Context: an optimization exercise on an open-source flow, tuned for small area and a short achievable clock period. The choices shown serve that exercise and are no tape-out recipe. Where RTL was checked, it was by simulation tests only, not by an equivalence proof against the original. No functional check of the RTL was part of runs 1, 3 and 4. Power is estimated from default activity; no workload was simulated.

`design/flow/config.mk`:
```
export PLATFORM = sky130hd
export DESIGN_NAME = pipelined_div
export DESIGN_NICKNAME = pipelined_div
export VERILOG_FILES = /design/flow/design.v
export SDC_FILE = /design/flow/constraint.sdc
export NUM_CORES = 4
export LEC_CHECK = 0
export ABC_AREA = 1
export CAP_MARGIN = 20
export CORE_MARGIN = 2
export CORE_UTILIZATION = 40
export CTS_BUF_LIST = sky130_fd_sc_hd__clkbuf_16
export CTS_CLUSTER_DIAMETER = 100
export CTS_CLUSTER_SIZE = 25
export SETUP_SLACK_MARGIN = 1.8
export SLEW_MARGIN = 20
```
`design/flow/design.v`:
```
module pipelined_div #(
   parameter int unsigned N = 16,
   parameter int unsigned D = 16
) (
   input  logic         clk,
   input  logic         rst,
   input  logic         ce,
   input  logic         in_valid,
   input  logic [N-1:0] dividend,
   input  logic [D-1:0] divisor,
   output logic         out_valid,
   output logic [N-1:0] quotient,
   output logic [D-1:0] remainder
);
   localparam int RK = 12;   
   logic [N:0] vld_q;
   always_ff @(posedge clk) begin
      if (!rst) vld_q <= '0;
      else if (ce) vld_q <= {vld_q[N-1:0], in_valid};
   end
   logic [N-1:0] dq_q0;
   logic [D-1:0] div_q0;
   always_ff @(posedge clk) begin
      if (ce) begin
         dq_q0  <= dividend;
         div_q0 <= divisor;
      end
   end
   genvar k;
   generate
      for (k = 0; k < int'(N); k++) begin : g_stage
         logic [N-1:0] dq_in;
         logic [D-1:0] div_in;
         logic [k:0]   trial;
         logic         hi_zero;
         logic         fits;
         logic [k:0]   rem_d;
         logic [N-1:0] dq_d;
         if (k == 0) begin : g_first
            assign dq_in  = dq_q0;
            assign div_in = div_q0;
            assign trial  = ~dq_in[N-1];
         end else begin : g_next
            assign dq_in  = g_stage[k-1].dq_q;
            assign div_in = g_stage[k-1].div_q;
            assign trial  = {g_stage[k-1].rem_q, ~dq_in[N-1]};
         end
         if (k + 1 < int'(D)) begin : g_hi
            assign hi_zero = ~|div_in[D-1:k+1];
         end else begin : g_nohi
            assign hi_zero = 1'b1;
         end
         div_step #(.W(k + 1)) u_step (
            .t    (trial),
            .d    (div_in[k:0]),
            .hz   (hi_zero),
            .fits (fits),
            .rem  (rem_d)
         );
         assign dq_d  = {dq_in[N-2:0], fits};
         logic [k:0]   rem_q;
         logic [N-1:0] dq_q;
         logic [D-1:0] div_q;
         if (k + 1 < int'(N)) begin : g_mid
            always_ff @(posedge clk) begin
               if (ce) begin
                  dq_q  <= dq_d;
                  div_q <= div_in;
               end
            end
            if (k >= RK) begin : g_rrst
               always_ff @(posedge clk) begin
                  if (!rst) rem_q <= '0;
                  else if (ce) rem_q <= rem_d;
               end
            end else begin : g_rnorst
               always_ff @(posedge clk) begin
                  if (ce) rem_q <= rem_d;
               end
            end
         end else begin : g_last
            always_ff @(posedge clk) begin
               if (!rst) begin
                  rem_q <= '0;
                  dq_q  <= '0;
               end else if (ce) begin
                  rem_q <= ~rem_d;
                  dq_q  <= dq_d;
               end
            end
            assign div_q = '0;
         end
      end
   endgenerate
   assign out_valid = vld_q[N];
   assign quotient  = g_stage[N-1].dq_q;
   assign remainder = g_stage[N-1].rem_q;
endmodule
module div_step #(
   parameter int W = 16
) (
   input  logic [W-1:0] t,
   input  logic [W-1:0] d,
   input  logic         hz,
   output logic         fits,
   output logic [W-1:0] rem
);
   localparam int L = (W > 8) ? 4 : (W > 4) ? 3 : (W > 2) ? 2 : 1;
   logic [W-1:0] g [L+1];
   logic [W-1:0] p [L+1];
   logic [W:0]   b;
   always_comb begin
      g[0] = t & d;
      p[0] = t | d;
      for (int l = 0; l < L; l++) begin
         for (int i = 0; i < W; i++) begin
            if (i >= (1 << l)) begin
               g[l+1][i] = g[l][i] | (p[l][i] & g[l][i-(1<<l)]);
               p[l+1][i] = p[l][i] & p[l][i-(1<<l)];
            end else begin
               g[l+1][i] = g[l][i];
               p[l+1][i] = p[l][i];
            end
         end
      end
      b = {g[L], 1'b0};
      fits = hz & ~b[W];
      rem = t ^ ({W{fits}} & (d ^ b[W-1:0]));
   end
endmodule
```
`design/flow/flow/run.sh`:
```
#!/bin/bash
# The standard layout, with plain buffers (not delay cells) on the ports.
set -euo pipefail
export BUFFER_PORTS_ARGS="-buffer_cell sky130_fd_sc_hd__buf_2"
bash standard.sh > standard.log 2>&1
```
`design/flow/constraint.sdc`:
```
create_clock -name core_clock -period 4.0 [get_ports {clk}]
set_input_delay 0.8000 -clock core_clock [delete_from_list [all_inputs] [get_ports {clk}]]
set_output_delay 0.8000 -clock core_clock [all_outputs]
set_load 0.01 [all_outputs]
```
`design/flow/standard.sh`:
```
#!/bin/bash
# synth_recipe.tcl (not shown) runs the flow's synth.tcl, then flattens the netlist and writes it again
# the make line also repeats each setting of config.mk as NAME=value (left out here)
make -C /OpenROAD-flow-scripts/flow DESIGN_CONFIG=/design/flow/config.mk WORK_HOME=/design/flow/orfs CLKGATE_MAP_FILE= SYNTH_SCRIPT=/design/flow/synth_recipe.tcl "${@:-finish}"
```
==> impl_metrics.sql, run 1 <==
INSERT INTO impl_metrics (metric_group, metric, value, unit) VALUES
('route', 'routed_wl', '57350', 'um'),
('logic_synthesis', 'post_synth_xor_area_fraction', '3.077', '%'),
('worst_hold_path', 'hp-class', 'in -> reg', ''),
('status', 'run_status', 'no timing/DRC/antenna violations', ''),
('logic_synthesis', 'adder_and_majority_gate_portion_of_the_synthesized_area', '0.03448', '%'),
('global_routing', 'grt_total_ovfl', '0', ''),
('logic_synthesis', 'yosysWarnings', '49', ''),
('floorplan', 'placementRows', '98', ''),
('floorplan', 'io_pins', '69', ''),
('route', 'firstDrtPassIters', '6', ''),
('worst_setup_path', 'critPathRequiredTime', '4.48', 'ns'),
('global_routing', 'antenna_found_initial', '0', ''),
('sta', 'fmax', '0.4790', 'GHz'),
('route', 'num_vias', '18810', ''),
('logic_synthesis', 'mux_share_of_post_synthesis_cell_area', '0', '%'),
('sta', 'timing_max_transition_violations_final', '0', ''),
('logic_synthesis', 'postSynthNetCount', '2770', ''),
('placed_design', 'detailed_place_hpwl', '39280', 'um'),
('sta', 'final_period_minus_worst_setup_slack', '2.088', 'ns'),
('layout', 'area_growth_syn_to_layout', '10.66', '%'),
('logic_synthesis', 'synth_top_cell_area_share', '61.03', '%'),
('floorplan', 'floorplan.die.height', '273.4', 'um'),
('route', 'wirelength_met1', '26270', 'um'),
('global_routing', 'grt_pass1_vias', '18220', ''),
('layout', 'layout_commonest_cell', 'sky130_fd_sc_hd__nand2_1', ''),
('sta', 'finClkSkew', '0.01819', 'ns'),
('sta', 'final-hold-violation-count', '0', ''),
('placed_design', 'portBuffers', '68', ''),
('sta', 'slew_headroom', '29.52', '%'),
('worst_setup_path', 'critical_path_fanouts_max', '10', ''),
('worst_setup_path', 'worst_setup_path_class', 'reg -> reg', ''),
('power_and_ir_drop', 'irDropWorstVdd', '0.3767', 'mV'),
('power_and_ir_drop', 'leakagePower', '0.01299', 'uW'),
('layout', 'final_core_util', '44.79', '%'),
('layout', 'number_of_nets_at_the_end_of_the_flow', '2889', ''),
('logic_synthesis', 'syn_avg_cell_area', '10.62', 'um2'),
('worst_setup_path', 'reg2reg_from', 'g_stage[11].div_q[10]', ''),
('route', 'drt_iter0_drc', '1390', ''),
('logic_synthesis', 'flip_flop_and_latch_count_after_synthesis', '681', ''),
('global_routing', 'track_usage', '15.29', '%'),
('placed_design', 'gp_congestion', '0.8881', ''),
('logic_synthesis', 'combinational_family_with_the_most_area_after_synthesis', 'simple AND/OR/NAND/NOR gates', ''),
('logic_synthesis', 'yosysUniqueCellTypes', '51', ''),
('worst_hold_path', 'worst_hold_startpoint', 'dividend[14]', ''),
('cts', 'tritoncts_clock_tree', 'yes', ''),
('logic_synthesis', 'yosys_top_cell_by_area', 'sky130_fd_sc_hd__edfxtp_1', ''),
('route', 'top_layer', 'met4', ''),
('route', 'drtAntennaViolNets', '0', ''),
('worst_setup_path', 'path_common_cell', 'sky130_fd_sc_hd__nand2_1', ''),
('worst_setup_path', 'worstSetupStartpointType', 'register', ''),
('global_routing', 'grt_start_max_net_pins', '185', ''),
('worst_setup_path', 'critical_path.cell_chain', 'nor2_2 > nor2_1 > and2_4 > nand2_1 > nand3_1 > nor2_4 > nand2_2 > a21oi_1 > o21ai_1 > nand2_1 > inv_1', ''),
('logic_synthesis', 'compound_gate_fraction_of_synth_area', '5.723', '%'),
('sta', 'final.period_utilization', '52.19', '%'),
('layout', 'antenna_cells', '0', ''),
('sta', 'final.setup.tns', '0', 'ns'),
('worst_setup_path', 'worst_path_max_delay_cell', 'sky130_fd_sc_hd__edfxtp_1', ''),
('worst_setup_path', 'endpoint_kind', 'register', ''),
('route', 'routed-wl-met2', '27470', 'um'),
('worst_setup_path', 'r2r_setup_slack', '1.91', 'ns'),
('logic_synthesis', 'synthesized_instance_count', '2734', ''),
('logic_synthesis', 'yosysSeqAreaShare', '67.30', '%'),
('cts', 'cts_inserted_buffers', '36', ''),
('worst_setup_path', 'worst_ep_arrival_time', '2.57', 'ns'),
('sta', 'rsz0062_at_grt', 'no', ''),
('cts', 'cts.path.max_buffers', '3', ''),
('floorplan', 'dieWidth', '273.4', 'um'),
('layout', 'post_route_cells_drive_above_1_share', '10.48', '%'),
('cts', 'cts.htree.levels', '2', ''),
('logic_synthesis', 'yosys-top-cells-area', 'sky130_fd_sc_hd__edfxtp_1 (61%), sky130_fd_sc_hd__nand2_1 (8.4%), sky130_fd_sc_hd__dfxtp_1 (6.3%)', ''),
('floorplan', 'dieArea', '74750', 'um2');
final cells by class:
cell class | instances | area [um2]
fillers | 6637 | 39600
flip-flops and latches | 681 | 19540
multi-input cells | 1715 | 8314
well taps | 950 | 1189
inverters | 299 | 1127
clock buffers | 37 | 925.9
repair buffers | 120 | 853.3
clock inverters | 20 | 178.9
report_power, final:
part / switching (uW) / total [uW] / internal, uW
Clock: 2270 / 4020 / 1750
Sequential: 265 / 8460 / 8190
Combinational: 894 / 1350 / 457
Total: 3430 / 13800 / 10400
state kept, by name, summed over array words and instances, names as in the netlist:
| name | flops |
|---|---|
| g_stage.dq_q | 256 |
| dq_q0 | 16 |
| div_q0 | 16 |
| g_stage.div_q | 240 |
| vld_q | 17 |
| g_stage.rem_q | 136 |
layer usage:
metal | up-vias | GRT usage (%)
met1 | 8936 | 20.05
met5 | - | 0
li1 | 9451 | -
met2 | 346 | 26.44
met3 | 73 | 1.842
met4 | 0 | 4.789
repair_timing:
action,in CTS,in global routing
setup endpoints to repair,90,65
resized for setup,7,35
buffers inserted,16,26
pin swaps,5,7
hold buffers,0,0
gates cloned,2,1
worst max-delay path, delay by kind of cell, from the launching register on:
kind	cells	cell delay, ns
buffers and inverters	1	0.03
AND/OR/NAND/NOR	8	1.23
AO/OA/AOI/OAI	2	0.23
flip-flops	1	0.49
stage by stage:
stage	power, uW	worst slack, ns	std cells	cell area [um2]
2_1_floorplan	9405	2.105	2734	29030
3_5_place_dp	9896	1.457	3720	30470
6_report	13830	1.912	3822	32130
5_1_grt	14500	1.780	3822	32130
4_1_cts	14000	1.803	3795	31790
3_3_place_gp	9855	1.420	3720	30460
synthesized netlist by cell type (all sizes together):
cell type    n
nand3      143
nand2b       1
o221ai       1
and2         4
nor2b        1
or2         12
dfxtp       91
a221oi       3
buf         20
edfxtp     590
nand3b      26
a21boi       3
clkbuf      22
a21oi      109
o21a         6
and3         2
inv        299
nand4       44
xor2        59
o21bai      10
nor4        19
xnor2       43
a211oi       1
nand2      668
o21ai      153
maj3         1
a21o         3
o211ai       5
a31oi        8
nor3        19
nor2       368
cell families (layout without fill, tap and decap cells):
| family | after synthesis | in the layout |
|---|---|---|
| AND/OR/NAND/NOR | 1307 | 1309 |
| flip-flops | 681 | 681 |
| adder cells (fa/ha/maj) | 1 | 1 |
| buffers and inverters | 341 | 476 |
| XOR/XNOR | 102 | 102 |
| AO/OA/AOI/OAI | 302 | 303 |
final timing paths:
path,endpoint,cells past startpoint
max reg2reg,g_stage[12].rem_q[2],11
min,dq_q0[14],1
min reg2reg,g_stage[8].dq_q[11],0
max,g_stage[12].rem_q[2],11
==> run 2, diff against run 1 <==
--- a/design/flow/design.v
+++ b/design/flow/design.v
@@ -12,7 +12,6 @@
    output logic [N-1:0] quotient,
    output logic [D-1:0] remainder
 );
-   localparam int RK = 12;   
    logic [N:0] vld_q;
    always_ff @(posedge clk) begin
       if (!rst) vld_q <= '0;
@@ -64,18 +63,9 @@
          if (k + 1 < int'(N)) begin : g_mid
             always_ff @(posedge clk) begin
                if (ce) begin
+                  rem_q <= rem_d;   
                   dq_q  <= dq_d;
                   div_q <= div_in;
-               end
-            end
-            if (k >= RK) begin : g_rrst
-               always_ff @(posedge clk) begin
-                  if (!rst) rem_q <= '0;
-                  else if (ce) rem_q <= rem_d;
-               end
-            end else begin : g_rnorst
-               always_ff @(posedge clk) begin
-                  if (ce) rem_q <= rem_d;
                end
             end
          end else begin : g_last
==> design/flow/flow/run.sh (replaced) <==
#!/bin/bash
# The standard layout, with plain buffers (not delay cells) on the ports and no dummy clock loads.
set -euo pipefail
export BUFFER_PORTS_ARGS="-buffer_cell sky130_fd_sc_hd__buf_2"
export CTS_ARGS="-sink_clustering_enable -repair_clock_nets -sink_clustering_size 25 -sink_clustering_max_diameter 100 -buf_list sky130_fd_sc_hd__clkbuf_16 -dont_use_dummy_load"
bash standard.sh > standard.log 2>&1
--- a/design/flow/config.mk
+++ b/design/flow/config.mk
@@ -8,9 +8,10 @@
 export ABC_AREA = 1
 export CAP_MARGIN = 20
 export CORE_MARGIN = 2
-export CORE_UTILIZATION = 40
+export CORE_UTILIZATION = 55
 export CTS_BUF_LIST = sky130_fd_sc_hd__clkbuf_16
 export CTS_CLUSTER_DIAMETER = 100
 export CTS_CLUSTER_SIZE = 25
+export PLACE_DENSITY = 0.7
 export SETUP_SLACK_MARGIN = 1.8
 export SLEW_MARGIN = 20
==> impl_metrics.sql, run 2 <==
INSERT INTO impl_metrics (metric_group, metric, value, unit) VALUES
('power_and_ir_drop', 'irDropWorstVdd', '0.5533', 'mV'),
('logic_synthesis', 'yosysWarnings', '49', ''),
('global_routing', 'grt_pass1_wl', '79600', 'um'),
('layout', 'layout_commonest_cell', 'sky130_fd_sc_hd__edfxtp_1', ''),
('global_routing', 'antenna_found_initial', '0', ''),
('logic_synthesis', 'compound_gate_fraction_of_synth_area', '5.110', '%'),
('layout', 'largest_register_ff_count', '256', ''),
('logic_synthesis', 'postSynthNetCount', '2497', ''),
('logic_synthesis', 'yosysUniqueCellTypes', '50', ''),
('logic_synthesis', 'edff_count_synth', '632', ''),
('logic_synthesis', 'yosys_top_cell_by_area', 'sky130_fd_sc_hd__edfxtp_1', ''),
('floorplan', 'dieArea', '53430', 'um2'),
('worst_hold_path', 'hp-class', 'in -> reg', ''),
('logic_synthesis', 'mux_share_of_post_synthesis_cell_area', '0', '%'),
('logic_synthesis', 'yosysMostFrequentCell', 'sky130_fd_sc_hd__edfxtp_1', ''),
('logic_synthesis', 'flip_flop_and_latch_count_after_synthesis', '681', ''),
('sta', 'finClkSkew', '0.04838', 'ns'),
('sta', 'timing_max_transition_violations_final', '0', ''),
('logic_synthesis', 'synth.cell_area', '28380', 'um2'),
('layout', 'commonest_non_fill_non_tap_cells_in_the_layout', 'sky130_fd_sc_hd__edfxtp_1 (632), sky130_fd_sc_hd__nand2_1 (544), sky130_fd_sc_hd__nor2_1 (336)', ''),
('sta', 'final-hold-violation-count', '0', ''),
('layout', 'post_route_cells_drive_above_1_share', '8.304', '%'),
('route', 'drtAntennaViolNets', '0', ''),
('cts', 'cts.path.max_buffers', '3', ''),
('floorplan', 'floorplan.die.height', '231.1', 'um'),
('worst_setup_path', 'critPathRequiredTime', '4.55', 'ns'),
('floorplan', 'dieWidth', '231.1', 'um'),
('worst_setup_path', 'critical_path_fanouts_max', '4', ''),
('placed_design', 'gp_congestion', '0.8974', ''),
('logic_synthesis', 'synthesized_instance_count', '2461', ''),
('logic_synthesis', 'synth_top_cell_area_share', '66.88', '%'),
('route', 'routed_wl', '48920', 'um'),
('layout', 'registers_with_the_most_flip_flops', 'g_stage.dq_q (256), g_stage.div_q (240), g_stage.rem_q (136)', ''),
('route', 'num_vias', '17140', ''),
('layout', 'largest_register', 'g_stage.dq_q', ''),
('worst_setup_path', 'worst_ep_arrival_time', '2.63', 'ns'),
('power_and_ir_drop', 'powerDensity', '430.7', 'nW/um2'),
('layout', 'antenna_cells', '0', ''),
('route', 'route.detailed.vias_per_inst', '5.283', ''),
('placed_design', 'detailed_place_hpwl', '34540', 'um'),
('route', 'drc', '0', ''),
('sta', 'final_period_minus_worst_setup_slack', '2.082', 'ns'),
('logic_synthesis', 'post_synth_xor_area_fraction', '4.043', '%'),
('cts', 'worstSkewPairLatency', '0.62', 'ns'),
('logic_synthesis', 'yosys-top-cells-area', 'sky130_fd_sc_hd__edfxtp_1 (67%), sky130_fd_sc_hd__nand2_1 (7.2%), sky130_fd_sc_hd__nor2_1 (4.6%)', ''),
('cts', 'cts_inserted_buffers', '31', ''),
('floorplan', 'floorplan.initialDensity', '55.43', '%'),
('worst_setup_path', 'endpoint_kind', 'register', ''),
('logic_synthesis', 'combinational_family_with_the_most_area_after_synthesis', 'simple AND/OR/NAND/NOR gates', ''),
('logic_synthesis', 'share_of_synthesized_cell_area_in_and_or_nand_and_nor_gates', '16.97', '%'),
('cts', 'tritoncts_clock_tree', 'yes', ''),
('sta', 'final.period_utilization', '52.06', '%'),
('global_routing', 'grt_pass1_vias', '16480', ''),
('logic_synthesis', 'synth.cells.most_frequent', 'sky130_fd_sc_hd__edfxtp_1 (632), sky130_fd_sc_hd__nand2_1 (544), sky130_fd_sc_hd__nor2_1 (349)', ''),
('route', 'firstDrtPassIters', '5', ''),
('logic_synthesis', 'asyncSetResetFlopFracSynth', '0', '%'),
('power_and_ir_drop', 'leakagePower', '0.01200', 'uW'),
('status', 'run_status', 'no timing/DRC/antenna violations', ''),
('sta', 'final.setup.tns', '0', 'ns'),
('sta', 'final.hold.worst_slack', '0.3451', 'ns'),
('worst_setup_path', 'worst_setup_path_class', 'reg -> reg', ''),
('sta', 'tightestPinTransition', '0.9020', 'ns'),
('floorplan', 'placementRows', '83', ''),
('placed_design', 'portBuffers', '68', ''),
('cts', 'cts.htree.levels', '1', ''),
('sta', 'fmax', '0.4802', 'GHz'),
('worst_setup_path', 'worstSetupStartpointType', 'register', ''),
('sta', 'slew_headroom', '39.87', '%'),
('flow_run', 'count_of_max_cap_constraint_violations', '0', ''),
('route', 'drt_iter0_drc', '1145', ''),
('sta', 'rsz0062_at_grt', 'yes', ''),
('floorplan', 'fp.coreArea', '51200', 'um2'),
('floorplan', 'io_pins', '69', ''),
('cts', 'clkSlewWorstSetupHoldPaths', '0.11', 'ns'),
('route', 'avgRoutedWirePerCell', '15.07', 'um'),
('logic_synthesis', 'adder_and_majority_gate_portion_of_the_synthesized_area', '0', '%'),
('cts', 'numClockSinks', '681', ''),
('cts', 'cts-root-buf', 'sky130_fd_sc_hd__clkbuf_16', ''),
('logic_synthesis', 'yosysSeqAreaShare', '70.34', '%'),
('layout', 'number_of_nets_at_the_end_of_the_flow', '2603', ''),
('layout', 'area_growth_syn_to_layout', '7.906', '%'),
('global_routing', 'track_usage', '18.33', '%'),
('global_routing', 'grt_start_max_net_pins', '170', ''),
('sta', 'final-setup-viol-count', '0', ''),
('logic_synthesis', 'syn_avg_cell_area', '11.53', 'um2'),
('logic_synthesis', 'synth-main-ff-cell', 'sky130_fd_sc_hd__edfxtp_1', ''),
('global_routing', 'grt_total_ovfl', '0', '');
## run 2: cell types whose count changed after synthesis, moves of 10 or more
| cell | before | now |
|---|---|---|
| sky130_fd_sc_hd__xnor2_1 | 43 | 60 |
| sky130_fd_sc_hd__nand2_2 | 20 | 5 |
| sky130_fd_sc_hd__xor2_1 | 59 | 71 |
| sky130_fd_sc_hd__a21oi_1 | 103 | 71 |
| sky130_fd_sc_hd__clkbuf_1 | 22 | 12 |
| sky130_fd_sc_hd__inv_2 | 35 | 6 |
| sky130_fd_sc_hd__o21ai_1 | 39 | 14 |
| sky130_fd_sc_hd__dfxtp_1 | 91 | 49 |
| sky130_fd_sc_hd__inv_1 | 264 | 220 |
| sky130_fd_sc_hd__nor2_2 | 20 | 4 |
| sky130_fd_sc_hd__edfxtp_1 | 590 | 632 |
| sky130_fd_sc_hd__nand2_1 | 646 | 544 |
| sky130_fd_sc_hd__nand3_1 | 141 | 102 |
## run 2: path summary, 6_finish.rpt
check / to / slack [ns] / depth (start not counted) / from
setup / recovery: g_stage[15].rem_q[3] / 1.92 / 14 / g_stage[14].dq_q[15]
hold / removal: div_q0[4] / 0.35 / 1 / divisor[4]
setup reg to reg: g_stage[15].rem_q[3] / 1.92 / 14 / g_stage[14].dq_q[15]
hold reg to reg: g_stage[11].dq_q[5] / 0.40 / 0 / g_stage[10].dq_q[4]
## run 2: kinds of logic after synthesis
| family | after synthesis |
|---|---|
| AND/OR/NAND/NOR | 1140 |
| flip-flops | 681 |
| XOR/XNOR | 131 |
| AO/OA/AOI/OAI | 256 |
| buffers and inverters | 253 |
## run 2: per-layer routing
metal	up-vias	routed length (um)	track usage [%]
li1	8608	-	-
met1	8112	20630	23.08
met2	329	25240	33.53
met3	95	1698	1.932
met4	0	1349	5.302
met5	-	0	0
## run 2: metrics by stage
step / worst slack, ns / area (um2) / total power (uW) / std cells / utilization, %
6_report: 1.918 / 30620 / 13190 / 3245 / 59.81
5_1_grt: 1.773 / 30620 / 13780 / 3245 / 59.81
4_1_cts: 1.806 / 30410 / 13320 / 3233 / 59.40
3_5_place_dp: 1.618 / 29550 / 9954 / 3193 / 57.71
3_3_place_gp: 1.679 / 29550 / 9905 / 3193 / 57.71
2_1_floorplan: 2.237 / 28380 / 9481 / 2461 / -
## run 2: area by class of cell
class,count,area (um2)
fill,4041,20580
sequential,681,19960
multi-input combinational,1527,7540
inverter,228,865.8
tap,680,850.8
clock buffer,31,775.7
timing repair buffer,98,629.4
## run 2: report_power, final
part | internal [uW] | switching [uW] | total (uW)
Clock | 1380 | 1970 | 3340
Combinational | 451 | 847 | 1300
Sequential | 8280 | 269 | 8540
## run 2: timing repair
action	4_1_cts	5_1_grt
pin swaps	3	1
setup endpoints to repair	28	63
hold buffers	0	0
buffers inserted	9	12
resized for setup	5	39
## run 2: critical path, stage by stage, from the launching register on
cell and delay [ns]:
sky130_fd_sc_hd__edfxtp_1 0.43, sky130_fd_sc_hd__nor2_1 0.27, sky130_fd_sc_hd__nand2_1 0.17, sky130_fd_sc_hd__nand2_2 0.14, sky130_fd_sc_hd__nand2_2 0.08, sky130_fd_sc_hd__nand2_4 0.10, sky130_fd_sc_hd__nand2_4 0.06, sky130_fd_sc_hd__nand2_4 0.07
sky130_fd_sc_hd__a21oi_4 0.06, sky130_fd_sc_hd__buf_4 0.16, sky130_fd_sc_hd__buf_4 0.14, sky130_fd_sc_hd__nand4_1 0.06, sky130_fd_sc_hd__nand3_1 0.11, sky130_fd_sc_hd__nand2_1 0.10, sky130_fd_sc_hd__inv_1 0.04
==> run 3, diff against run 2 <==
--- a/design/flow/design.v
+++ b/design/flow/design.v
@@ -99,20 +99,27 @@
    logic [W-1:0] g [L+1];
    logic [W-1:0] p [L+1];
    logic [W:0]   b;
+   logic [W-1:0] gg, pp;
    always_comb begin
-      g[0] = t & d;
-      p[0] = t | d;
+      gg = t & d;
+      pp = t | d;
       for (int l = 0; l < L; l++) begin
          for (int i = 0; i < W; i++) begin
-            if (i >= (1 << l)) begin
-               g[l+1][i] = g[l][i] | (p[l][i] & g[l][i-(1<<l)]);
-               p[l+1][i] = p[l][i] & p[l][i-(1<<l)];
-            end else begin
-               g[l+1][i] = g[l][i];
-               p[l+1][i] = p[l][i];
+            if ((i + 1) % (2 << l) == 0) begin
+               gg[i] = gg[i] | (pp[i] & gg[i-(1<<l)]);
+               pp[i] = pp[i] & pp[i-(1<<l)];
             end
          end
       end
+      for (int l = L - 2; l >= 0; l--) begin
+         for (int i = 0; i < W; i++) begin
+            if ((i + 1) % (2 << l) == (1 << l) && i >= (2 << l)) begin
+               gg[i] = gg[i] | (pp[i] & gg[i-(1<<l)]);
+               pp[i] = pp[i] & pp[i-(1<<l)];
+            end
+         end
+      end
+      g[L] = gg;
       b = {g[L], 1'b0};
       fits = hz & ~b[W];
       rem = t ^ ({W{fits}} & (d ^ b[W-1:0]));
==> design/flow/flow/run.sh (replaced) <==
#!/bin/bash
# The standard layout, with plain buffers (not delay cells) on the ports.
set -euo pipefail
export BUFFER_PORTS_ARGS="-buffer_cell sky130_fd_sc_hd__buf_2"
bash standard.sh > standard.log 2>&1
==> impl_metrics.sql, run 3 <==
INSERT INTO impl_metrics (metric_group, metric, value, unit) VALUES
('layout', 'registers_with_the_most_flip_flops', 'g_stage.dq_q (256), g_stage.div_q (240), g_stage.rem_q (136)', ''),
('sta', 'final.hold.worst_slack', '0.3392', 'ns'),
('logic_synthesis', 'synth-main-ff-cell', 'sky130_fd_sc_hd__edfxtp_1', ''),
('global_routing', 'grt_start_max_net_pins', '95', ''),
('layout', 'multi_input_comb_area', '6793', 'um2'),
('worst_setup_path', 'timing.critical_path.buf_inv', '1', ''),
('cts', 'cts-root-buf', 'sky130_fd_sc_hd__clkbuf_16', ''),
('logic_synthesis', 'synth_top_cell_area_share', '70.29', '%'),
('floorplan', 'placementRows', '81', ''),
('worst_setup_path', 'critPathTopFamily', 'simple AND/OR/NAND/NOR gates', ''),
('floorplan', 'dieArea', '50880', 'um2'),
('route', 'firstDrtPassIters', '7', ''),
('floorplan', 'dieWidth', '225.6', 'um'),
('logic_synthesis', 'synth.cells.most_frequent', 'sky130_fd_sc_hd__edfxtp_1 (632), sky130_fd_sc_hd__nand2_1 (426), sky130_fd_sc_hd__nor2_1 (279)', ''),
('layout', 'antenna_cells', '0', ''),
('worst_setup_path', 'critical_path_fanouts_max', '4', ''),
('worst_setup_path', 'worst_ep_arrival_time', '2.65', 'ns'),
('route', 'drt_iter0_drc', '1086', ''),
('sta', 'slew_headroom', '41.50', '%'),
('layout', 'commonest_non_fill_non_tap_cells_in_the_layout', 'sky130_fd_sc_hd__edfxtp_1 (632), sky130_fd_sc_hd__nand2_1 (386), sky130_fd_sc_hd__nor2_1 (271)', ''),
('worst_setup_path', 'critical_path.cell_chain', 'or2_4 > o21a_1 > nand2_2 > nand2_4 > nand2_4 > nand2_4 > nand2_4 > nand2_4 > nand2_4 > nand2_4 > nand2_8 > buf_12 > nand2_4 > o21ai_2 > nand2_1', ''),
('logic_synthesis', 'postSynthNetCount', '2179', ''),
('logic_synthesis', 'edff_count_synth', '632', ''),
('placed_design', 'dp.cells', '2881', ''),
('logic_synthesis', 'yosysMostFrequentCell', 'sky130_fd_sc_hd__edfxtp_1', ''),
('route', 'route.detailed.vias_per_inst', '5.282', ''),
('logic_synthesis', 'yosysSeqAreaShare', '73.92', '%'),
('worst_setup_path', 'worst_path_max_delay_cell', 'sky130_fd_sc_hd__edfxtp_1', ''),
('cts', 'cts.htree.levels', '1', ''),
('floorplan', 'io_pins', '69', ''),
('sta', 'finClkSkew', '0.01344', 'ns'),
('logic_synthesis', 'yosysWarnings', '33', ''),
('route', 'routed_wl', '45280', 'um'),
('logic_synthesis', 'synth.cell_area', '27000', 'um2'),
('layout', 'post_route_cells_drive_above_1_share', '15.74', '%'),
('logic_synthesis', 'yosys_top_cell_by_area', 'sky130_fd_sc_hd__edfxtp_1', ''),
('layout', 'number_of_nets_at_the_end_of_the_flow', '2375', ''),
('logic_synthesis', 'yosysUniqueCellTypes', '43', ''),
('sta', 'timing_max_transition_violations_final', '0', ''),
('floorplan', 'floorplan.die.height', '225.6', 'um'),
('route', 'num_vias', '15920', ''),
('layout', 'area_growth_syn_to_layout', '12.95', '%'),
('layout', 'ff_latch_area', '19960', 'um2'),
('global_routing', 'track_usage', '17.06', '%'),
('route', 'avgRoutedWirePerCell', '15.02', 'um'),
('worst_setup_path', 'endpoint_kind', 'register', ''),
('route', 'drc', '0', ''),
('layout', 'num-fill-cells', '3523', ''),
('sta', 'final-hold-violation-count', '0', ''),
('sta', 'rsz0062_at_grt', 'yes', ''),
('layout', 'finish.cell_count_without_fillers', '3014', ''),
('placed_design', 'detailed_place_hpwl', '28590', 'um'),
('flow_run', 'count_of_max_cap_constraint_violations', '0', ''),
('worst_setup_path', 'worst_setup_path_class', 'reg -> reg', ''),
('cts', 'clkSlewWorstSetupHoldPaths', '0.10', 'ns'),
('global_routing', 'antenna_found_initial', '0', ''),
('sta', 'final.period_utilization', '56.68', '%'),
('logic_synthesis', 'synthesized_instance_count', '2143', ''),
('worst_setup_path', 'slowest_delay', '0.44', 'ns'),
('route', 'drtAntennaViolNets', '0', ''),
('sta', 'final_period_minus_worst_setup_slack', '2.267', 'ns'),
('worst_setup_path', 'worstSetupStartpointType', 'register', ''),
('layout', 'largest_register_ff_count', '256', ''),
('placed_design', 'dpl_worst_slack', '1.499', 'ns'),
('logic_synthesis', 'asyncSetResetFlopFracSynth', '0', '%'),
('sta', 'fmax', '0.4411', 'GHz'),
('global_routing', 'grt_total_ovfl', '0', ''),
('worst_setup_path', 'path_common_cell', 'sky130_fd_sc_hd__nand2_4', ''),
('worst_hold_path', 'hp-class', 'in -> reg', ''),
('layout', 'layout_commonest_cell', 'sky130_fd_sc_hd__edfxtp_1', ''),
('floorplan', 'floorplan.initialDensity', '55.39', '%'),
('layout', 'largest_register', 'g_stage.dq_q', ''),
('cts', 'numClockSinks', '681', ''),
('power_and_ir_drop', 'powerDensity', '434.7', 'nW/um2'),
('sta', 'timing.final.ws_setup', '1.733', 'ns'),
('placed_design', 'gp_congestion', '0.8648', ''),
('sta', 'final-setup-viol-count', '0', ''),
('logic_synthesis', 'syn_avg_cell_area', '12.60', 'um2'),
('global_routing', 'grt_pass1_wl', '70430', 'um'),
('logic_synthesis', 'yosys-top-cells-area', 'sky130_fd_sc_hd__edfxtp_1 (70%), sky130_fd_sc_hd__nand2_1 (5.9%), sky130_fd_sc_hd__nor2_1 (3.9%)', ''),
('cts', 'cts.path.max_buffers', '3', ''),
('power_and_ir_drop', 'leakagePower', '0.01192', 'uW'),
('cts', 'cts_inserted_buffers', '31', ''),
('sta', 'final.setup.tns', '0', 'ns'),
('status', 'run_status', 'no timing/DRC/antenna violations', ''),
('sta', 'tightestPinTransition', '0.8775', 'ns'),
('cts', 'tritoncts_clock_tree', 'yes', ''),
('placed_design', 'portBuffers', '68', ''),
('cts', 'cts-hold-fix-buffers', '0', ''),
('floorplan', 'fp.coreArea', '48750', 'um2'),
('global_routing', 'grt_pass1_vias', '15600', ''),
('logic_synthesis', 'flip_flop_and_latch_count_after_synthesis', '681', ''),
('worst_setup_path', 'critPathRequiredTime', '4.38', 'ns'),
('cts', 'worstSkewPairLatency', '0.63', 'ns'),
('power_and_ir_drop', 'irDropWorstVdd', '0.4209', 'mV');
run 3: power breakdown:
group | leakage (uW) | switching (uW) | internal, uW | total, uW
registers | 0.00661 | 243 | 8270 | 8510
clock network | 0.000457 | 2050 | 1420 | 3470
logic | 0.00485 | 790 | 486 | 1280
total | 0.0119 | 3080 | 10200 | 13300
run 3: metal layers:
metal  share of wire (%)  global-route usage [%]  vias up  wire [um]
met4                 5.1                   7.712        0       2291
li1                    -                       -     7772          -
met1                  35                   16.91     7634      16070
met2                  56                   34.69      364      25540
met5                   0                       0        -          0
met3                 3.0                   2.190      151       1380
run 3: timing repair:
action                                  in CTS  in global routing
gates resized for setup                     44                125
endpoints found under the hold margin        0                  0
pin swaps                                    7                 34
buffers inserted                            24                 53
endpoints found under the setup margin      90                121
gates cloned                                 4                  8
run 3: per-stage QoR:
step / total power, uW / cell area [um2] / util (%)
after detailed placement: 9716 / 28400 / 58.27
after global routing: 13790 / 30500 / 62.56
final: 13260 / 30500 / 62.56
after floorplan: 9290 / 27000 / -
after CTS: 13200 / 29660 / 60.85
after global placement: 9636 / 28400 / 58.27
run 3: worst paths after layout:
check,startpoint,endpoint,slack (ns),cells past startpoint
min reg2reg,g_stage[5].dq_q[8],g_stage[6].dq_q[9],0.42,0
max,g_stage[13].div_q[3],g_stage[14].rem_q[5],1.73,15
min,divisor[0],div_q0[0],0.34,1
max reg2reg,g_stage[13].div_q[3],g_stage[14].rem_q[5],1.73,15
run 3: layout make-up:
cell class	count	area share, %
multi-input cells	1260	22.27
well taps	664	2.724
repair inverters	3	0.07385
flip-flops and latches	681	65.45
clock buffers	31	2.544
repair buffers	174	4.234
clock inverters	13	0.2626
inverters	188	2.441
run 3: cells by family (layout without fill, tap and decap cells):
| family | count (synthesis) | count (layout) | synth area share (%) |
|---|---|---|---|
| buffers and inverters | 209 | 409 | 2.998 |
| flip-flops | 681 | 681 | 73.92 |
| AO/OA/AOI/OAI | 238 | 238 | 4.986 |
| XOR/XNOR | 132 | 132 | 4.282 |
| AND/OR/NAND/NOR | 883 | 890 | 13.81 |
==> run 4, diff against run 3 <==
--- a/design/flow/design.v
+++ b/design/flow/design.v
@@ -99,7 +99,7 @@
    logic [W-1:0] g [L+1];
    logic [W-1:0] p [L+1];
    logic [W:0]   b;
-   logic [W-1:0] gg, pp;
+   logic [W-1:0] gg, pp, gt, pt;
    always_comb begin
       gg = t & d;
       pp = t | d;
@@ -120,8 +120,20 @@
          end
       end
       g[L] = gg;
+      gt = t & d;
+      pt = t | d;
+      for (int l = 0; l < L; l++) begin
+         for (int i = 0; i < W; i += (2 << l)) begin
+            if (i + (1 << l) < W) begin
+               gt[i + (1 << l)] = gt[i + (1 << l)] | (pt[i + (1 << l)] & gt[i]);
+               pt[i + (1 << l)] = pt[i + (1 << l)] & pt[i];
+               gt[i] = gt[i + (1 << l)];
+               pt[i] = pt[i + (1 << l)];
+            end
+         end
+      end
       b = {g[L], 1'b0};
-      fits = hz & ~b[W];
+      fits = hz & ~gt[0];
       rem = t ^ ({W{fits}} & (d ^ b[W-1:0]));
    end
 endmodule
==> impl_metrics.sql, run 4 <==
INSERT INTO impl_metrics (metric_group, metric, value, unit) VALUES
('worst_setup_path', 'critPathRequiredTime', '4.37', 'ns'),
('power_and_ir_drop', 'irDropWorstVdd', '0.4111', 'mV'),
('layout', 'area_growth_syn_to_layout', '9.952', '%'),
('route', 'firstDrtPassIters', '5', ''),
('route', 'drtAntennaViolNets', '0', ''),
('floorplan', 'dieArea', '50860', 'um2'),
('worst_setup_path', 'endpoint_kind', 'register', ''),
('global_routing', 'grt_total_ovfl', '0', ''),
('logic_synthesis', 'yosys-top-cells-area', 'sky130_fd_sc_hd__edfxtp_1 (70%), sky130_fd_sc_hd__nand2_1 (5.2%), sky130_fd_sc_hd__nor2_1 (3.9%)', ''),
('cts', 'worstSkewPairLatency', '0.61', 'ns'),
('floorplan', 'fp.coreArea', '48650', 'um2'),
('worst_setup_path', 'worst_ep_arrival_time', '2.47', 'ns'),
('cts', 'cts-root-buf', 'sky130_fd_sc_hd__clkbuf_16', ''),
('power_and_ir_drop', 'powerDensity', '438.9', 'nW/um2'),
('sta', 'rsz0062_at_grt', 'yes', ''),
('logic_synthesis', 'yosys_top_cell_by_area', 'sky130_fd_sc_hd__edfxtp_1', ''),
('sta', 'final.period_utilization', '52.56', '%'),
('cts', 'tritoncts_clock_tree', 'yes', ''),
('placed_design', 'detailed_place_hpwl', '24750', 'um'),
('logic_synthesis', 'yosysUniqueCellTypes', '46', ''),
('logic_synthesis', 'yosysMostFrequentCell', 'sky130_fd_sc_hd__edfxtp_1', ''),
('global_routing', 'grt_start_max_net_pins', '164', ''),
('layout', 'commonest_non_fill_non_tap_cells_in_the_layout', 'sky130_fd_sc_hd__edfxtp_1 (632), sky130_fd_sc_hd__nand2_1 (358), sky130_fd_sc_hd__nor2_1 (271)', ''),
('sta', 'slew_headroom', '44.33', '%'),
('global_routing', 'antenna_found_initial', '0', ''),
('global_routing', 'track_usage', '14.60', '%'),
('logic_synthesis', 'post_synth_xor_area_fraction', '4.478', '%'),
('worst_setup_path', 'critical_path_fanouts_max', '7', ''),
('placed_design', 'dpl-instance-area', '28120', 'um2'),
('worst_setup_path', 'worstSetupStartpointType', 'register', ''),
('worst_setup_path', 'worst_path_max_delay_cell', 'sky130_fd_sc_hd__edfxtp_1', ''),
('sta', 'tightestPinTransition', '0.8350', 'ns'),
('floorplan', 'floorplan.die.height', '225.5', 'um'),
('logic_synthesis', 'combinational_family_with_the_most_area_after_synthesis', 'simple AND/OR/NAND/NOR gates', ''),
('logic_synthesis', 'asyncSetResetFlopFracSynth', '0', '%'),
('logic_synthesis', 'flip_flop_and_latch_count_after_synthesis', '681', ''),
('layout', 'postLayoutCellArea', '29680', 'um2'),
('placed_design', 'portBuffers', '68', ''),
('route', 'routed_wl', '38950', 'um'),
('cts', 'cts.htree.levels', '1', ''),
('logic_synthesis', 'yosysSeqAreaShare', '73.94', '%'),
('route', 'route.detailed.vias_per_inst', '5.201', ''),
('floorplan', 'io_pins', '69', ''),
('logic_synthesis', 'adder_and_majority_gate_portion_of_the_synthesized_area', '0', '%'),
('sta', 'finClkSkew', '0.02245', 'ns'),
('worst_setup_path', 'slowest_delay', '0.45', 'ns'),
('sta', 'final.setup.tns', '0', 'ns'),
('sta', 'fmax', '0.4756', 'GHz'),
('logic_synthesis', 'synth-main-ff-cell', 'sky130_fd_sc_hd__edfxtp_1', ''),
('status', 'run_status', 'no timing/DRC/antenna violations', ''),
('placed_design', 'gp_congestion', '0.8249', ''),
('cts', 'clkSlewWorstSetupHoldPaths', '0.09', 'ns'),
('floorplan', 'floorplan.initialDensity', '55.49', '%'),
('worst_setup_path', 'path_common_cell', 'sky130_fd_sc_hd__nand2_1', ''),
('worst_setup_path', 'worst_setup_path_class', 'reg -> reg', ''),
('sta', 'final_period_minus_worst_setup_slack', '2.102', 'ns'),
('power_and_ir_drop', 'leakagePower', '0.01146', 'uW'),
('route', 'avgRoutedWirePerCell', '13.47', 'um'),
('floorplan', 'placementRows', '81', ''),
('sta', 'final-setup-viol-count', '0', ''),
('logic_synthesis', 'compound_gate_fraction_of_synth_area', '4.506', '%'),
('cts', 'cts.path.max_buffers', '3', ''),
('logic_synthesis', 'postSynthNetCount', '2154', ''),
('worst_hold_path', 'hp-class', 'in -> reg', ''),
('logic_synthesis', 'synthesized_instance_count', '2118', ''),
('route', 'drc', '0', ''),
('route', 'num_vias', '15040', ''),
('cts', 'numClockSinks', '681', ''),
('layout', 'largest_register', 'g_stage.dq_q', ''),
('cts', 'cts_inserted_buffers', '31', ''),
('logic_synthesis', 'synth.cells.most_frequent', 'sky130_fd_sc_hd__edfxtp_1 (632), sky130_fd_sc_hd__nand2_1 (377), sky130_fd_sc_hd__nor2_1 (278)', '');
run 4: changes by cell type in the layout (fill, tap and decap cells not counted), sizes merged, moves of 4 or more:
cell    previous run  this run
nand3             79       104
xnor2             44        52
buf              173       121
nand2            449       409
o21ai            123       103
nand3b            11         4
nor3               8        12
run 4: layout make-up:
cell class              instances  area, um2  share of cell area (%)
repair buffers                122      839.6                   2.829
multi-input cells            1233       6523                   21.98
well taps                     622      778.2                   2.622
clock buffers                  31      775.7                   2.614
repair inverters                1      6.256                 0.02108
inverters                     188      730.7                   2.462
flip-flops and latches        681      19960                   67.25
clock inverters                14      66.31                  0.2234
run 4: worst paths after layout:
check | from | endpoint | slack, ns | cells after the start
worst max-delay path | g_stage[13].div_q[10] | g_stage[14].rem_q[11] | 1.90 | 13
worst min-delay path | divisor[1] | div_q0[1] | 0.38 | 1
worst max register to register | g_stage[13].div_q[10] | g_stage[14].rem_q[11] | 1.90 | 13
worst min register to register | g_stage[5].dq_q[6] | g_stage[6].dq_q[7] | 0.41 | 0
run 4: power breakdown:
part           internal, uW  total (uW)  switching [uW]
clock network          1410        3400            1990
logic                   417        1130             713
registers              8270        8500             226
total                 10100       13000            2930
run 4: worst register-to-register path: stages (launching register included):
cell and delay (ns):
sky130_fd_sc_hd__edfxtp_1 0.45, sky130_fd_sc_hd__inv_1 0.08, sky130_fd_sc_hd__nand2_1 0.10, sky130_fd_sc_hd__nand2_2 0.10
sky130_fd_sc_hd__nor2_1 0.05, sky130_fd_sc_hd__nor2_2 0.13, sky130_fd_sc_hd__inv_1 0.08, sky130_fd_sc_hd__a21oi_2 0.19
sky130_fd_sc_hd__nand2_4 0.07, sky130_fd_sc_hd__nor2_4 0.19, sky130_fd_sc_hd__clkbuf_16 0.21, sky130_fd_sc_hd__nand3_1 0.09
sky130_fd_sc_hd__nand2_1 0.08, sky130_fd_sc_hd__nand2_1 0.05
run 4: kinds of logic (layout without fill, tap and decap cells):
family,after synthesis,after routing
buf+inv,208,356
compound gates,215,217
xor+xnor,138,138
simple gates,876,878
flops,681,681
run 4: metrics by stage:
step	hold WS [ns]	setup slack, ns	instances	power, uW	util, %
after floorplan	0.4003	2.108	2118	9301	-
after CTS	0.3420	1.747	2850	13040	59.74
final	0.3773	1.898	2892	13030	61.01
after global placement	0.4007	1.403	2799	9582	57.80
after detailed placement	0.4045	1.265	2799	9664	57.80
after global routing	0.3450	1.758	2892	13560	61.01
run 4: repair_timing:
item	in CTS	in global routing
pin swaps	3	23
gates resized for setup	8	87
buffers inserted	5	37
hold buffers	0	0
gates cloned	1	5
setup endpoints to repair	62	105
run 4: metal layers:
layer / track usage [%] / wire [um] / vias to the layer above
li1: - / - / 7578
met1: 13.69 / 14310 / 7150
met2: 30.93 / 22290 / 216
met3: 2.008 / 1018 / 97
met4: 5.533 / 1327 / 0
met5: 0 / 0 / -

-- static timing again, ports no longer ideal --
The flow's constraints put no driver on any port. The routed layouts listed below were extracted and timed again, unchanged, in two steps. Step 1 sets driving cells, clkbuf_16 on the clock port and buf_2 on the other inputs (assumed; they add their load-dependent delay and slew). Step 2 also shifts input and output timing later by t, the mid clock arrival at the registers, as if the neighbouring blocks saw the same clock. Slacks: ideal ports / drivers / drivers and shift; pairs: ideal ports / drivers.
| run | t (ns) | setup WS [ns] | latest minus earliest clock arrival (ns) | slew at the worst register clock pin (ns) | worst data-port slew with drivers (ns) |
|---|---|---|---|---|---|
| run 1 | 0.639 | 1.912 / 1.912 / 1.395 | 0.029 / 0.029 | 0.10 / 0.10 | 0.05 |
| run 2 | 0.665 | 1.918 / 1.918 / 1.542 | 0.062 / 0.062 | 0.11 / 0.11 | 0.05 |
| run 3 | 0.677 | 1.733 / 1.733 / 1.661 | 0.017 / 0.017 | 0.10 / 0.10 | 0.05 |
| run 4 | 0.645 | 1.898 / 1.898 / 1.373 | 0.024 / 0.025 | 0.10 / 0.10 | 0.05 |
After both steps every run listed still meets setup and hold. For run 4, which loses most, drivers alone change the setup slack by 0.000 ns; drivers and shift together by -0.525 ns.
